Context: an optimization exercise on an open-source flow, tuned for small area, a short achievable clock period and few clock cycles per item. The choices shown serve that exercise and are no tape-out recipe.
Function was checked by simulation only, so behaviour that the tests miss may differ from the original.
Power and IR drop assume default switching activity.

Design tetris_game, start of the top module:
module tetris_game (
	input logic clk,
	input logic rst_n,
	input logic in_valid,
	input logic [2:0] tetromino,
	input logic [2:0] position,
	output logic score_valid,
	output logic tetris_valid,
	output logic [3:0] score,
	output logic fail,
	output logic [71:0] tetris
);
export LEC_CHECK = 0
export CAP_MARGIN = 20
export CORE_MARGIN = 2
export CORE_UTILIZATION = 40
export SETUP_SLACK_MARGIN = 3
export SLEW_MARGIN = 20
create_clock -name core_clock -period 11.0 [get_ports {clk}]
standard.sh (not shown) runs the stock make flow with config.mk's settings and CLKGATE_MAP_FILE= SYNTH_SCRIPT=/design/flow/synth_recipe.tcl, a recipe that flattens the netlist after the stock synthesis.
==> flow/flow/run.sh <==
#!/bin/bash
# Own flow: the standard layout with two changes.
#  - Yosys's ABC step maps with flow/map.abc (deep AIG resynthesis, then a mapping that trades delay for area;
#    sizing is left to OpenROAD's repair) in place of ORFS's speed script.
#    Everything else, registers included, is the standard synthesis script.
#  - Port buffers are sky130_fd_sc_hd__buf_1 cells (every port still gets one).
set -euo pipefail
W=$(pwd)
cat > "$W/own_synth.tcl" <<EOT
proc abc {args} {
  set i [lsearch -exact \$args -script]
  if {\$i >= 0} { set args [lreplace \$args \$i [expr {\$i + 1}] -script $W/flow/map.abc] }
  yosys abc {*}\$args
}
source $W/synth_recipe.tcl
EOT
sed "s#$W/synth_recipe.tcl#$W/own_synth.tcl#g" standard.sh > own_standard.sh
grep -q own_synth.tcl own_standard.sh
bash own_standard.sh "BUFFER_PORTS_ARGS=-buffer_cell sky130_fd_sc_hd__buf_1" finish > "$W/flow.log" 2>&1
==> flow/flow/map.abc <==
strash
&get -n
&fraig -x
&put
scorr
dc2
strash
&get -n
&deepsyn -T 40
&put
strash
&get -n
&dch -f
&nf -R 200
&put
topo
stime -c
upsize -c
dnsize -c
The baseline finished with timing, DRC and antenna clean.
Testbench counts at the start, summed over its fixed seeds: cycles 3,208, pieces 3,200.
Then changed:
- CORE_UTILIZATION: 40 -> 45
Power increases by 1.9%; sequential cell count does not change; wire length decreases by 0.76%; area after synthesis stays the same.
Then changed:
--- a/flow/flow/run.sh
+++ b/flow/flow/run.sh
@@ -1,5 +1,5 @@
 #!/bin/bash
 # Own flow: the standard layout with two changes.
-#  - Yosys's ABC step maps with flow/map.abc (deep AIG resynthesis, then a mapping that trades delay for area;
+#  - Yosys's ABC step maps with flow/map.abc (deep AIG resynthesis, then an area-oriented mapping;
 #    sizing is left to OpenROAD's repair) in place of ORFS's speed script.
 #    Everything else, registers included, is the standard synthesis script.
--- a/flow/flow/map.abc
+++ b/flow/flow/map.abc
@@ -12,5 +12,5 @@
 &get -n
 &dch -f
-&nf -R 200
+&nf
 &put
 topo
- CORE_UTILIZATION: 45 -> 40
Effect: Routed wire length grows by about 14%; clock-buffer cell count is unchanged; final cell count increases by 5.4%; worst setup slack improved by 0.28 ns.

---

rev 12:
Starting RTL as in the previous note.
==> flow/config.mk <==
export PLATFORM = sky130hd
export DESIGN_NAME = tetris_game
export DESIGN_NICKNAME = tetris_game
export VERILOG_FILES = /design/flow/design.v
export SDC_FILE = /design/flow/constraint.sdc
export NUM_CORES = 4
export LEC_CHECK = 0
export CAP_MARGIN = 20
export CORE_MARGIN = 2
export CORE_UTILIZATION = 40
export SETUP_SLACK_MARGIN = 2.5
export SLEW_MARGIN = 20
==> flow/constraint.sdc <==
create_clock -name core_clock -period 11.0 [get_ports {clk}]
set_input_delay 2.2000 -clock core_clock [delete_from_list [all_inputs] [get_ports {clk}]]
set_output_delay 2.2000 -clock core_clock [all_outputs]
set_load 0.01 [all_outputs]
==> flow/flow/run.sh <==
#!/bin/bash
# Own flow: the standard layout with two changes.
#  - Yosys's ABC step maps with flow/map.abc (deep AIG resynthesis, then a mapping that trades delay for area;
#    sizing is left to OpenROAD's repair) in place of ORFS's speed script.
#    Everything else, registers included, is the standard synthesis script.
#  - Port buffers are sky130_fd_sc_hd__buf_1 cells (every port still gets one).
set -euo pipefail
W=$(pwd)
cat > "$W/own_synth.tcl" <<EOT
proc abc {args} {
  set i [lsearch -exact \$args -script]
  if {\$i >= 0} { set args [lreplace \$args \$i [expr {\$i + 1}] -script $W/flow/map.abc] }
  yosys abc {*}\$args
}
source $W/synth_recipe.tcl
EOT
sed "s#$W/synth_recipe.tcl#$W/own_synth.tcl#g" standard.sh > own_standard.sh
grep -q own_synth.tcl own_standard.sh
bash own_standard.sh "BUFFER_PORTS_ARGS=-buffer_cell sky130_fd_sc_hd__buf_1" finish > "$W/flow.log" 2>&1
==> flow/flow/map.abc <==
strash
&get -n
&fraig -x
&put
scorr
dc2
strash
&get -n
&deepsyn -T 40
&put
strash
&get -n
&dch -f
&nf -R 200
&put
topo
stime -c
upsize -c
dnsize -c
Rev 12 reached the final stage; the timing, DRC and antenna checks on its layout passed.
Testbench counts of rev 12, summed over its fixed seeds: cycles 3,208, pieces 3,200.
What rev 13 does differently from rev 12 at the input level:
# rev 12
export LEC_CHECK = 0
export CAP_MARGIN = 20
export CORE_MARGIN = 2
export CORE_UTILIZATION = 40
export SETUP_SLACK_MARGIN = 2.5
export SLEW_MARGIN = 20
create_clock -name core_clock -period 11.0 [get_ports {clk}]
# rev 13
export LEC_CHECK = 0
export CAP_MARGIN = 20
export CORE_MARGIN = 2
export CORE_UTILIZATION = 35
export SETUP_SLACK_MARGIN = 2.5
export SLEW_MARGIN = 20
create_clock -name core_clock -period 11.0 [get_ports {clk}]
==> comparison <==
- Looking at timing startpoint of the critical path, the tetromino[0] result is from rev 12; the tetromino[2] one comes from rev 13.
- Comparing rev 13 and rev 12, global-route wire length before repair is higher on rev 13.
- Compare rev 13 and rev 12 | part of the total power dissipated in the clock network higher: rev 13
- Taking rev 12 as the reference, in rev 13 cell area shows an increase of 1.2%, final critical path time including I/O delays and setup increased by 0.062 ns relative to the old numbers, via count of the first global-routing pass lost 178, minimum setup slack in the final design dropped 0.062 ns, synthesized area stayed essentially flat.
- The higher required time of the critical path came out of rev 13.

==> separate check: timing with driven ports <==
How much do the figures lean on ideal ports? The routed layouts below were timed once more, with nothing changed but the port constraints. Step 1: set_driving_cell puts a clkbuf_16 on clk and a buf_2 on each other input, an assumption about the parent block. Step 2 times the ports against the registers' clock, not the clock port: input delays grow and output delays shrink by t, the midpoint of the rising clock arrivals with the driver on. a / b / c = ideal ports / drivers / drivers and shift; a / b = the first two.
run | t (ns) | setup WS [ns] | hold slack, ns | worst setup path after step 2 | pins driven straight from the clock port
the first run of note 1 | 0.412 | 3.101 / 3.111 / 2.699 | 0.496 / 0.496 / 0.496 | input to register | 1
the second run of note 1 | 0.411 | 2.736 / 2.762 / 2.350 | 0.494 / 0.494 / 0.494 | input to register | 1
the third run of note 1 | 0.413 | 3.015 / 3.037 / 2.624 | 0.494 / 0.494 / 0.494 | input to register | 1
rev 12 | 0.407 | 2.678 / 2.702 / 2.294 | 0.489 / 0.489 / 0.489 | input to register | 1
rev 13 | 0.410 | 2.615 / 2.637 / 2.227 | 0.491 / 0.491 / 0.491 | input to register | 1
After both steps setup and hold are still met in every run listed. For the first run of note 1, which loses most, drivers alone change the setup slack by +0.010 ns; drivers and shift together by -0.402 ns.
